Source: an optimization exercise on an open RTL-to-GDS flow (aim: small area, a short achievable clock period and few clock cycles per item). Production flows keep margins and buffers that such runs may drop. The RTL was checked by simulation tests, not by an equivalence proof against the original design. Power and IR drop assume default switching activity.

[design/flow/config.mk]
export PLATFORM = sky130hd
export DESIGN_NAME = round_robin_time_slice_scheduler
export DESIGN_NICKNAME = round_robin_time_slice_scheduler
export VERILOG_FILES = /design/flow/design.v
export SDC_FILE = /design/flow/constraint.sdc
export NUM_CORES = 4
export LEC_CHECK = 0
export CAP_MARGIN = 20
export CORE_MARGIN = 2
export CORE_UTILIZATION = 40
export SLEW_MARGIN = 20
[design/flow/constraint.sdc]
create_clock -name core_clock -period 10.0 [get_ports {i_clk}]
set_input_delay 2.0000 -clock core_clock [delete_from_list [all_inputs] [get_ports {i_clk}]]
set_output_delay 2.0000 -clock core_clock [all_outputs]
set_load 0.01 [all_outputs]
[design/flow/design.v]
`timescale 1ns / 1ps
package rrts_pkg;
    localparam logic [1:0] ACT_LOAD    = 2'd0;
    localparam logic [1:0] ACT_TICK    = 2'd1;
    localparam logic [1:0] ACT_RESTART = 2'd2;
    localparam logic REG_QUANTUM    = 1'b0;
    localparam logic REG_TASK_COUNT = 1'b1;
    localparam logic [1:0] MODE_NONE   = 2'd0;
    localparam logic [1:0] MODE_EXEC   = 2'd1;
    localparam logic [1:0] MODE_SCAN   = 2'd2;
    localparam logic [1:0] MODE_COMMIT = 2'd3;
    localparam logic [15:0] TIME_MAX  = 16'hFFFF;
    localparam logic [7:0]  SLICE_MAX = 8'hFF;
    typedef struct packed {
        logic [1:0]  action;
        logic [2:0]  slot;
        logic [7:0]  burst;
        logic [15:0] arrival;
    } t_in_item;
    typedef struct packed {
        logic [2:0]  ran_slot;
        logic        idle;
        logic        completed;
        logic [15:0] completion_time;
        logic        all_done;
    } t_out_item;
    typedef struct packed {
        logic [1:0] mode;
        logic       capture;
        logic       commit;
    } t_dp_cmd;
    typedef struct packed {
        logic is_tick;
        logic cont_ok;
        logic n_zero;
        logic scan_hit;
        logic scan_last;
    } t_dp_status;
endpackage
`timescale 1ns / 1ps
module rrts_ctrl (
    input  logic                 i_clk,
    input  logic                 i_rst_n,
    input  logic                 i_in_valid,
    output logic                 o_in_ready,
    output logic                 o_out_valid,
    input  logic                 i_out_ready,
    input  rrts_pkg::t_dp_status i_status,
    output rrts_pkg::t_dp_cmd    o_cmd
);
    localparam logic [1:0] S_IDLE   = 2'd0;
    localparam logic [1:0] S_EXEC   = 2'd1;
    localparam logic [1:0] S_SCAN   = 2'd2;
    localparam logic [1:0] S_COMMIT = 2'd3;
    logic [1:0] r_state, n_state;
    logic       r_out_valid, n_out_valid;
    logic       out_free;
    assign out_free    = !r_out_valid || i_out_ready;
    assign o_out_valid = r_out_valid;
    assign o_in_ready  = (r_state == S_IDLE);
    always_comb begin
        n_state       = r_state;
        o_cmd.mode    = rrts_pkg::MODE_NONE;
        o_cmd.capture = 1'b0;
        o_cmd.commit  = 1'b0;
        unique case (r_state)
            S_IDLE: begin
                o_cmd.capture = i_in_valid;
                if (i_in_valid) n_state = S_EXEC;
            end
            S_EXEC: begin
                o_cmd.mode = rrts_pkg::MODE_EXEC;
                if (i_status.is_tick && !i_status.cont_ok && !i_status.n_zero) begin
                    n_state = S_SCAN;
                end else begin
                    n_state = S_COMMIT;
                end
            end
            S_SCAN: begin
                o_cmd.mode = rrts_pkg::MODE_SCAN;
                if (i_status.scan_hit || i_status.scan_last) n_state = S_COMMIT;
            end
            S_COMMIT: begin
                o_cmd.mode   = rrts_pkg::MODE_COMMIT;
                o_cmd.commit = out_free;
                if (out_free) n_state = S_IDLE;
            end
            default: n_state = S_IDLE;
        endcase
    end
    always_comb begin
        if (o_cmd.commit) begin
            n_out_valid = 1'b1;
        end else if (r_out_valid && i_out_ready) begin
            n_out_valid = 1'b0;
        end else begin
            n_out_valid = r_out_valid;
        end
    end
    always_ff @(posedge i_clk) begin
        if (!i_rst_n) begin
            r_state     <= S_IDLE;
            r_out_valid <= 1'b0;
        end else begin
            r_state     <= n_state;
            r_out_valid <= n_out_valid;
        end
    end
endmodule
`timescale 1ns / 1ps
module rrts_dp #(
    parameter int MAX_TASKS = 8
) (
    input  logic                 i_clk,
    input  logic                 i_rst_n,
    input  logic [7:0]           i_quantum,
    input  logic [3:0]           i_task_count,
    input  rrts_pkg::t_in_item   i_item,
    input  rrts_pkg::t_dp_cmd    i_cmd,
    output rrts_pkg::t_dp_status o_status,
    output rrts_pkg::t_out_item  o_result
);
    localparam int STORE     = (MAX_TASKS < 8) ? MAX_TASKS : 8;
    localparam int SW        = $clog2(STORE);
    localparam int IDX_LIMIT = (MAX_TASKS < 15) ? MAX_TASKS : 15;
    localparam int IW        = $clog2(IDX_LIMIT);
    logic [7:0]    r_rem   [0:STORE-1];
    logic [7:0]    r_burst [0:STORE-1];
    logic [15:0]   r_arr   [0:STORE-1];
    logic [7:0]    n_rem   [0:STORE-1];
    logic [15:0]   r_time;
    logic [IW-1:0] r_ptr;
    logic [SW-1:0] r_run;
    logic [7:0]    r_slice;
    rrts_pkg::t_in_item      r_item;
    logic          r_have;
    logic [SW-1:0] r_pick;
    logic [IW-1:0] r_scan_idx;
    logic [3:0]    r_scan_cnt;
    rrts_pkg::t_out_item     r_out;
    logic [3:0]    n_use;
    logic [IW-1:0] rd_addr;
    logic          rd_ok;
    logic [SW-1:0] rd_sel;
    logic [7:0]    rd_rem;
    logic [15:0]   rd_arr;
    logic          is_tick;
    logic          cont_ok;
    logic [IW-1:0] start;
    logic [4:0]    scan_nxt_w;
    logic [IW-1:0] scan_nxt;
    logic [4:0]    ptr_nxt_w;
    logic [IW-1:0] ptr_nxt;
    logic [15:0]   time_inc;
    logic [7:0]    q_eff;
    logic [7:0]    slice_inc;
    logic          done_now;
    logic          slice_end;
    logic          slot_ok;
    logic          all_done_nx;
    assign n_use = (i_task_count > 4'(IDX_LIMIT)) ? 4'(IDX_LIMIT) : i_task_count;
    always_comb begin
        unique case (i_cmd.mode)
            rrts_pkg::MODE_EXEC: rd_addr = IW'(r_run);
            rrts_pkg::MODE_SCAN: rd_addr = r_scan_idx;
            default:   rd_addr = IW'(r_pick);
        endcase
    end
    assign rd_ok  = (int'(rd_addr) < STORE);
    assign rd_sel = rd_addr[SW-1:0];
    assign rd_rem = rd_ok ? r_rem[rd_sel] : 8'd0;
    assign rd_arr = rd_ok ? r_arr[rd_sel] : 16'd0;
    assign is_tick = (r_item.action == rrts_pkg::ACT_TICK);
    assign cont_ok = (r_slice != 8'd0) && (4'(r_run) < n_use) && (rd_rem != 8'd0);
    assign start   = (4'(r_ptr) < n_use) ? r_ptr : '0;
    assign scan_nxt_w = 5'(r_scan_idx) + 5'd1;
    assign scan_nxt   = (scan_nxt_w >= 5'(n_use)) ? '0 : scan_nxt_w[IW-1:0];
    assign o_status.is_tick   = is_tick;
    assign o_status.cont_ok   = cont_ok;
    assign o_status.n_zero    = (n_use == 4'd0);
    assign o_status.scan_hit  = rd_ok && (rd_arr <= r_time) && (rd_rem != 8'd0);
    assign o_status.scan_last = (r_scan_cnt == (n_use - 4'd1));
    assign time_inc  = (r_time == rrts_pkg::TIME_MAX) ? r_time : r_time + 16'd1;
    assign q_eff     = (i_quantum == 8'd0) ? 8'd1 : i_quantum;
    assign slice_inc = (r_slice == rrts_pkg::SLICE_MAX) ? r_slice : r_slice + 8'd1;
    assign done_now  = r_have && (rd_rem == 8'd1);
    assign slice_end = done_now || (slice_inc >= q_eff);
    assign ptr_nxt_w = 5'(r_pick) + 5'd1;
    assign ptr_nxt   = (ptr_nxt_w >= 5'(n_use)) ? '0 : ptr_nxt_w[IW-1:0];
    assign slot_ok   = (int'(r_item.slot) < STORE);
    always_comb begin
        for (int i = 0; i < STORE; i++) begin
            n_rem[i] = r_rem[i];
            unique case (r_item.action)
                rrts_pkg::ACT_LOAD: begin
                    if (slot_ok && (int'(r_item.slot) == i)) n_rem[i] = r_item.burst;
                end
                rrts_pkg::ACT_TICK: begin
                    if (r_have && (int'(r_pick) == i)) n_rem[i] = r_rem[i] - 8'd1;
                end
                rrts_pkg::ACT_RESTART: n_rem[i] = r_burst[i];
                default: n_rem[i] = r_rem[i];
            endcase
        end
    end
    always_comb begin
        all_done_nx = 1'b1;
        for (int i = 0; i < STORE; i++) begin
            if ((i < int'(n_use)) && (n_rem[i] != 8'd0)) all_done_nx = 1'b0;
        end
    end
    always_ff @(posedge i_clk) begin
        if (i_cmd.capture) r_item <= i_item;
        if (i_cmd.commit) begin
            r_out.all_done <= all_done_nx;
            if (is_tick) begin
                r_out.ran_slot        <= r_have ? 3'(r_pick) : 3'd0;
                r_out.idle            <= !r_have;
                r_out.completed       <= done_now;
                r_out.completion_time <= time_inc;
            end else begin
                r_out.ran_slot        <= 3'd0;
                r_out.idle            <= 1'b1;
                r_out.completed       <= 1'b0;
                r_out.completion_time <= (r_item.action == rrts_pkg::ACT_RESTART) ? 16'd0 : r_time;
            end
        end
    end
    always_ff @(posedge i_clk) begin
        if (i_cmd.mode == rrts_pkg::MODE_EXEC) begin
            r_pick <= r_run;
            if (is_tick && !cont_ok) begin
                r_scan_idx <= start;
                r_scan_cnt <= 4'd0;
            end
        end else if (i_cmd.mode == rrts_pkg::MODE_SCAN) begin
            if (o_status.scan_hit) r_pick <= rd_sel;
            r_scan_idx <= scan_nxt;
            r_scan_cnt <= r_scan_cnt + 4'd1;
        end
    end
    always_ff @(posedge i_clk) begin
        if (!i_rst_n) begin
            for (int i = 0; i < STORE; i++) begin
                r_rem[i]   <= 8'd0;
                r_burst[i] <= 8'd0;
                r_arr[i]   <= 16'd0;
            end
            r_time  <= 16'd0;
            r_ptr   <= '0;
            r_run   <= '0;
            r_slice <= 8'd0;
            r_have  <= 1'b0;
        end else begin
            if (i_cmd.mode == rrts_pkg::MODE_EXEC) begin
                r_have <= is_tick && cont_ok;
                if (is_tick && !cont_ok) r_slice <= 8'd0;
            end else if ((i_cmd.mode == rrts_pkg::MODE_SCAN) && o_status.scan_hit) begin
                r_have <= 1'b1;
            end
            if (i_cmd.commit) begin
                for (int i = 0; i < STORE; i++) r_rem[i] <= n_rem[i];
                unique case (r_item.action)
                    rrts_pkg::ACT_LOAD: begin
                        if (slot_ok) begin
                            r_burst[r_item.slot[SW-1:0]] <= r_item.burst;
                            r_arr[r_item.slot[SW-1:0]]   <= r_item.arrival;
                        end
                    end
                    rrts_pkg::ACT_TICK: begin
                        r_time <= time_inc;
                        if (r_have) begin
                            r_run   <= r_pick;
                            r_slice <= slice_end ? 8'd0 : slice_inc;
                            if (slice_end) r_ptr <= ptr_nxt;
                        end
                    end
                    rrts_pkg::ACT_RESTART: begin
                        r_time  <= 16'd0;
                        r_ptr   <= '0;
                        r_run   <= '0;
                        r_slice <= 8'd0;
                    end
                    default: r_time <= r_time;
                endcase
            end
        end
    end
    assign o_result = r_out;
endmodule
`timescale 1ns / 1ps
module round_robin_time_slice_scheduler #(
    parameter int MAX_TASKS = 8
) (
    input  logic        i_clk,
    input  logic        i_rst_n,
    input  logic        i_in_valid,
    output logic        o_in_ready,
    input  logic [1:0]  i_in_action,
    input  logic [2:0]  i_in_slot,
    input  logic [7:0]  i_in_burst,
    input  logic [15:0] i_in_arrival,
    output logic        o_out_valid,
    input  logic        i_out_ready,
    output logic [2:0]  o_out_ran_slot,
    output logic        o_out_idle,
    output logic        o_out_completed,
    output logic [15:0] o_out_completion_time,
    output logic        o_out_all_done,
    input  logic        psel,
    input  logic        penable,
    input  logic        pwrite,
    input  logic [2:0]  paddr,
    input  logic [31:0] pwdata,
    output logic [31:0] prdata,
    output logic        pready
);
    logic [7:0] r_quantum;
    logic [3:0] r_task_count;
    logic       cfg_wr;
    rrts_pkg::t_dp_cmd    cmd;
    rrts_pkg::t_dp_status status;
    rrts_pkg::t_in_item   in_item;
    rrts_pkg::t_out_item  out_item;
    assign in_item.action  = i_in_action;
    assign in_item.slot    = i_in_slot;
    assign in_item.burst   = i_in_burst;
    assign in_item.arrival = i_in_arrival;
    assign o_out_ran_slot        = out_item.ran_slot;
    assign o_out_idle            = out_item.idle;
    assign o_out_completed       = out_item.completed;
    assign o_out_completion_time = out_item.completion_time;
    assign o_out_all_done        = out_item.all_done;
    assign pready = 1'b1;
    assign cfg_wr = psel && penable && pwrite;
    always_ff @(posedge i_clk) begin
        if (!i_rst_n) begin
            r_quantum    <= 8'd2;
            r_task_count <= 4'd8;
        end else if (cfg_wr) begin
            unique case (paddr[2])
                rrts_pkg::REG_QUANTUM:    r_quantum    <= pwdata[7:0];
                rrts_pkg::REG_TASK_COUNT: r_task_count <= pwdata[3:0];
                default:        r_quantum    <= r_quantum;
            endcase
        end
    end
    always_comb begin
        unique case (paddr[2])
            rrts_pkg::REG_QUANTUM:    prdata = 32'(r_quantum);
            rrts_pkg::REG_TASK_COUNT: prdata = 32'(r_task_count);
            default:        prdata = 32'd0;
        endcase
    end
    rrts_ctrl u_ctrl (
        .i_clk       (i_clk),
        .i_rst_n     (i_rst_n),
        .i_in_valid  (i_in_valid),
        .o_in_ready  (o_in_ready),
        .o_out_valid (o_out_valid),
        .i_out_ready (i_out_ready),
        .i_status    (status),
        .o_cmd       (cmd)
    );
    rrts_dp #(
        .MAX_TASKS (MAX_TASKS)
    ) u_dp (
        .i_clk        (i_clk),
        .i_rst_n      (i_rst_n),
        .i_quantum    (r_quantum),
        .i_task_count (r_task_count),
        .i_item       (in_item),
        .i_cmd        (cmd),
        .o_status     (status),
        .o_result     (out_item)
    );
endmodule
[design/flow/run.sh]
#!/bin/bash
# synth_recipe.tcl (not shown) runs the flow's synth.tcl, then flattens the netlist and writes it again
# the make line also repeats each setting of config.mk as NAME=value (left out here)
make -C /OpenROAD-flow-scripts/flow DESIGN_CONFIG=/design/flow/config.mk WORK_HOME=/design/flow/orfs CLKGATE_MAP_FILE= SYNTH_SCRIPT=/design/flow/synth_recipe.tcl finish
==> flow_summary.html <==
<table>
<tr><th>Metric</th><th>Value</th></tr>
<tr><th colspan="2">Placement</th></tr>
<tr><td>Routability-driven placement congestion ratio</td><td>0.9065</td></tr>
<tr><td>Area of placed instances</td><td>21,750 um^2</td></tr>
<tr><td>Setup WS pre-CTS</td><td>3823 ps</td></tr>
<tr><td>Total of buffers placed on input and output ports</td><td>76</td></tr>
<tr><td>Final HPWL from detailed placement</td><td>42.04 mm</td></tr>
<tr><th colspan="2">GRT</th></tr>
<tr><td>Number of global-route vias before repair</td><td>16,695</td></tr>
<tr><td>Number of antenna violations at the first check in global routing</td><td>0</td></tr>
<tr><td>GRT Resource Usage Total</td><td>24.40%</td></tr>
<tr><td>Global-route wire length before repair</td><td>99.99 mm</td></tr>
<tr><td>Pin count of the biggest net entering global routing</td><td>107</td></tr>
<tr><td>Total congestion overflow</td><td>0</td></tr>
<tr><th colspan="2">Die</th></tr>
<tr><td>Width of the die</td><td>230.5 um</td></tr>
<tr><td>Number of placement rows</td><td>82</td></tr>
<tr><td>Die Area</td><td>53,110 um^2</td></tr>
<tr><td>Vertical die dimension</td><td>230.5 um</td></tr>
<tr><td>Initial standard-cell utilization of the core</td><td>40.72%</td></tr>
<tr><td>Count of pins on the block boundary</td><td>128</td></tr>
<tr><td>Core region area</td><td>50,380 um^2</td></tr>
<tr><th colspan="2">Clock network</th></tr>
<tr><td>Number of CTS-inserted buffers</td><td>43</td></tr>
<tr><td>Number of clock sinks</td><td>363</td></tr>
<tr><td>Count of hold-fix buffers inserted at cts</td><td>0</td></tr>
<tr><td>Clock-pin transition on the worst setup and hold timing paths</td><td>60 ps</td></tr>
<tr><td>Count of H-tree levels built during CTS</td><td>2</td></tr>
<tr><td>Root Buffer Master</td><td>clkbuf_16</td></tr>
<tr><td>Number of resized instances in the post-cts repair step</td><td>0</td></tr>
<tr><td>Clock latency on the worst-skew pair</td><td>610 ps</td></tr>
<tr><td>Clock tree from TritonCTS</td><td>yes</td></tr>
<tr><td>Maximum clock path buffer count</td><td>3</td></tr>
<tr><td>Buffers inserted by post-CTS timing repair</td><td>0</td></tr>
<tr><th colspan="2">Detailed routing</th></tr>
<tr><td>Number of detailed-routing iterations run before antenna repair</td><td>5</td></tr>
<tr><td>Count of routing violations after the opening detailed-route iteration</td><td>2,132</td></tr>
<tr><td>Average vias per placed instance</td><td>6.053</td></tr>
<tr><td>Vias after detailed routing</td><td>17,051</td></tr>
<tr><td>Detail Route Antenna Nets</td><td>0</td></tr>
<tr><td>Routed WL</td><td>65.80 mm</td></tr>
<tr><td>Routed wirelength normalized by instance count</td><td>23.36 um</td></tr>
<tr><td>DRC violation count after routing</td><td>0</td></tr>
<tr><th colspan="2">Synthesis</th></tr>
<tr><td>Top cells by count, synth</td><td>253 x edfxtp_1, 213 x nor2_1, 206 x nand2_1</td></tr>
<tr><td>Post-synthesis async set-or-reset flop share</td><td>0%</td></tr>
<tr><td>Share of the synthesized area in the top cell type</td><td>37.03%</td></tr>
<tr><td>Count of cell types in the netlist</td><td>87</td></tr>
<tr><td>Number of synthesized flops with an enable pin</td><td>253</td></tr>
<tr><td>Biggest area contributors in the synthesized netlist</td><td>edfxtp_1 37%, dfxtp_1 11%, and3_1 4.5%</td></tr>
<tr><td>Synth Cell Area</td><td>20,510 um^2</td></tr>
<tr><td>Cell count after synthesis</td><td>2,114</td></tr>
<tr><td>Dominant synthesized flop cell</td><td>edfxtp_1</td></tr>
<tr><td>Post-synthesis cell type with the largest combined area</td><td>edfxtp_1</td></tr>
<tr><td>Number of synthesized register bits</td><td>363</td></tr>
<tr><td>Avg Cell Area, Syn</td><td>9.704 um^2</td></tr>
<tr><td>Sequential-to-total area share from yosys stat</td><td>47.77%</td></tr>
<tr><td>Total of warnings raised by yosys</td><td>5</td></tr>
<tr><td>Most frequently used cell type in the post-synthesis netlist</td><td>edfxtp_1</td></tr>
<tr><th colspan="2">Power and ir drop</th></tr>
<tr><td>Design Power</td><td>0.005678 W</td></tr>
<tr><td>Part of the power in registers</td><td>33.7%</td></tr>
<tr><td>Fraction of power consumed by combinational cells</td><td>39.6%</td></tr>
<tr><td>Power Internal</td><td>0.003392 W</td></tr>
<tr><td>Leakage power</td><td>8.589 nW</td></tr>
<tr><td>Part of the total power dissipated in the clock network</td><td>26.7%</td></tr>
<tr><td>Total power density per cell area</td><td>245.7 nW/um^2</td></tr>
<tr><td>Largest voltage drop on the vdd net</td><td>0.1576 mV</td></tr>
<tr><td>Switching power</td><td>0.002285 W</td></tr>
<tr><td>Switching part of the total power</td><td>40.25%</td></tr>
<tr><th colspan="2">STA</th></tr>
<tr><td>Accumulated negative setup slack</td><td>0 ps</td></tr>
<tr><td>Pins over their slew limit</td><td>0</td></tr>
<tr><td>Setup ws final</td><td>3832 ps</td></tr>
<tr><td>Setup repair after global routing missed its margin</td><td>no</td></tr>
<tr><td>Period Utilization, post-route</td><td>61.68%</td></tr>
<tr><td>Worst slew margin relative to its limit</td><td>26.83%</td></tr>
<tr><td>Minimum clock period</td><td>6168 ps</td></tr>
<tr><td>Hold Fails Final Rpt</td><td>0</td></tr>
<tr><td>Tightest Pin Transition</td><td>1093 ps</td></tr>
<tr><td>Final setup fails</td><td>0</td></tr>
<tr><td>Maximum clock frequency</td><td>0.1621 GHz</td></tr>
<tr><td>Final clock skew</td><td>29.05 ps</td></tr>
<tr><th colspan="2">Worst setup path</th></tr>
<tr><td>Endpoint type of the worst setup path</td><td>flip-flop</td></tr>
<tr><td>Family of cells with the greatest summed delay on the critical path</td><td>compound AO/OA/AOI/OAI gates</td></tr>
<tr><td>Required time of the worst setup path</td><td>10,480 ps</td></tr>
<tr><td>Cell-by-cell listing of the critical path</td><td>inv_1, ha_1, a22oi_1, a21oi_4, buf_4, mux4_2, nand2_1, nand2_1, ha_1, nor2b_1, o21ai_0, nand2b_1, a2111oi_0, o31ai_1, a211oi_1, a21oi_1, o311a_1</td></tr>
<tr><td>Number of buffers and inverters on the critical path</td><td>2</td></tr>
<tr><td>Worst path slowest cell</td><td>a21oi_4</td></tr>
<tr><td>Startpoint class of the critical path</td><td>flip-flop</td></tr>
<tr><td>Type of the setup path with the least slack</td><td>flip-flop to flip-flop</td></tr>
<tr><td>Max incr delay on CP</td><td>810 ps</td></tr>
<tr><td>Worst Path Arrival</td><td>6650 ps</td></tr>
<tr><td>Maximum fanout along the worst path</td><td>26</td></tr>
<tr><th colspan="2">Cells and area</th></tr>
<tr><td>Total inserted antenna cells</td><td>0</td></tr>
<tr><td>Net count, final</td><td>2,251</td></tr>
<tr><td>Share of layout cells above drive strength 1</td><td>8.998%</td></tr>
<tr><td>Synthesis-to-finish area growth</td><td>12.64%</td></tr>
<tr><td>Area of all placed cells without fillers</td><td>23,110 um^2</td></tr>
<tr><th colspan="2">Job</th></tr>
<tr><td>Max-cap violations</td><td>0</td></tr>
<tr><th colspan="2">Hold path</th></tr>
<tr><td>Hold/Removal Path Class</td><td>flip-flop to flip-flop</td></tr>
<tr><th colspan="2">Status</th></tr>
<tr><td>Outcome</td><td>timing/DRC/antenna clean</td></tr>
</table>
-- state kept, by name, summed over array words and instances (netlist names) --
signal and flops:
r_quantum 8, r_task_count 4, u_ctrl.r_out_valid 1, u_ctrl.r_state 2
u_dp.r_arr 128, u_dp.r_burst 64, u_dp.r_have 1, u_dp.r_item 29
u_dp.r_out 22, u_dp.r_pick 3, u_dp.r_ptr 3, u_dp.r_rem 64
u_dp.r_run 3, u_dp.r_scan_cnt 4, u_dp.r_scan_idx 3, u_dp.r_slice 8
u_dp.r_time 16
-- per-layer routing --
metal	part of all wire (%)	vias up	wire length [um]	track usage [%]
met3	9.8	151	6421	6.028
li1	-	7835	-	-
met2	44	794	28920	37.41
met5	0	-	0	0
met4	3.9	0	2587	10.20
met1	42	8271	27870	32.95
-- kinds of logic (layout without fill, tap and decap cells) --
family / after synthesis / in the layout / share of synthesized area [%]
compound gates: 492 / 492 / 16.05
xor+xnor: 16 / 16 / 0.6831
fa+ha+maj: 69 / 69 / 4.208
buf+inv: 260 / 268 / 5.398
flops: 363 / 363 / 47.77
mux: 70 / 70 / 5.477
other cells: 2 / 25 / 0.03661
simple gates: 842 / 842 / 20.38
-- worst register-to-register path: stages, from the launching register on --
cell,delay (ps)
dfxtp_1,380
inv_1,150
ha_1,660
a22oi_1,400
a21oi_4,810
buf_4,610
mux4_2,580
nand2_1,70
nand2_1,150
ha_1,340
nor2b_1,140
o21ai_0,140
nand2b_1,80
a2111oi_0,430
o31ai_1,190
a211oi_1,390
a21oi_1,180
o311a_1,350
-- cell type report --
type	count	area [um^2]
Inverter	77	291.5
Clock buffer	57	1190
Multi-Input combinational cell	1514	9791
Tap cell	672	840.8
Fill cell	4694	27270
Clock inverter	22	163.9
Sequential cell	363	9799
Timing Repair Buffer	112	1031
-- final timing paths --
path | slack [ps] | end | start | depth (start not counted)
setup / recovery | 3830 | u_ctrl.r_state[0] | u_ctrl.r_state[1] | 17
hold / removal | 460 | r_quantum[7] | r_quantum[7] | 2
hold reg to reg | 460 | r_quantum[7] | r_quantum[7] | 2
setup reg to reg | 3830 | u_ctrl.r_state[0] | u_ctrl.r_state[1] | 17
-- stage by stage --
| stage | hold WS (ps) | util [%] | cells |
|---|---|---|---|
| 5_1_grt | 474.3 | 45.87 | 2817 |
| 3_5_place_dp | 453.1 | 43.18 | 2738 |
| 2_1_floorplan | 436.3 | - | 2137 |
| 3_3_place_gp | 445.3 | 43.18 | 2738 |
| 6_report | 462.6 | 45.87 | 2817 |
| 4_1_cts | 461.0 | 45.87 | 2817 |
-- power by group through the flow --
stage	logic [W]	clock network, W	registers (W)
global placement	0.00218	0	0.00193
floorplan	0.00153	0	0.00186
global route	0.00243	0.00159	0.00193
CTS	0.00222	0.00154	0.00191
finish	0.00225	0.00151	0.00192
detailed placement	0.00221	0	0.00194
-- cell usage in the layout (no fill, tap or decap), drive strengths merged, types with 21 or more instances in the layout --
| cell type | synthesis | routed |
|---|---|---|
| edfxtp | 253 | 253 |
| nor2 | 213 | 213 |
| nand2 | 206 | 206 |
| and3 | 148 | 148 |
| o21ai | 117 | 117 |
| dfxtp | 110 | 110 |
| a21oi | 109 | 109 |
| inv | 77 | 78 |
| clkdlybuf4s50 | 0 | 76 |
| ha | 69 | 69 |
| a211oi | 61 | 61 |
| clkbuf | 125 | 57 |
| nor3 | 56 | 56 |
| nand3 | 53 | 53 |
| buf | 58 | 36 |
| and2 | 35 | 35 |
| mux4 | 32 | 32 |
| conb | 2 | 25 |
| a22oi | 22 | 22 |
| nor4 | 21 | 21 |
Testbench counts, summed over its fixed seeds: cycles 29,039, items 6,509.

==> afterwards: timing with drivers on the ports <==
No port has a modelled driver above. Below, the same layout with a new extraction and two added sets of constraints.
Step 1, drivers: a clkbuf_16 drives i_clk and a buf_2 each remaining input, both assumed.
Step 2 times the ports against the registers' clock, not the clock port: input delays grow and output delays shrink by t, the midpoint of the rising clock arrivals with the driver on.
Three values: ideal ports, drivers, drivers and shift; two values: the first two.
t, ns: 0.649
setup slack, ns: 3.832 / 3.832 / 3.832
worst setup path after step 2: register to register
pins driven straight from the clock port: 1
After both steps setup and hold are still met in this run. The setup slack of this run moves by 0.000 ns with the drivers and by 0.000 ns with both steps.
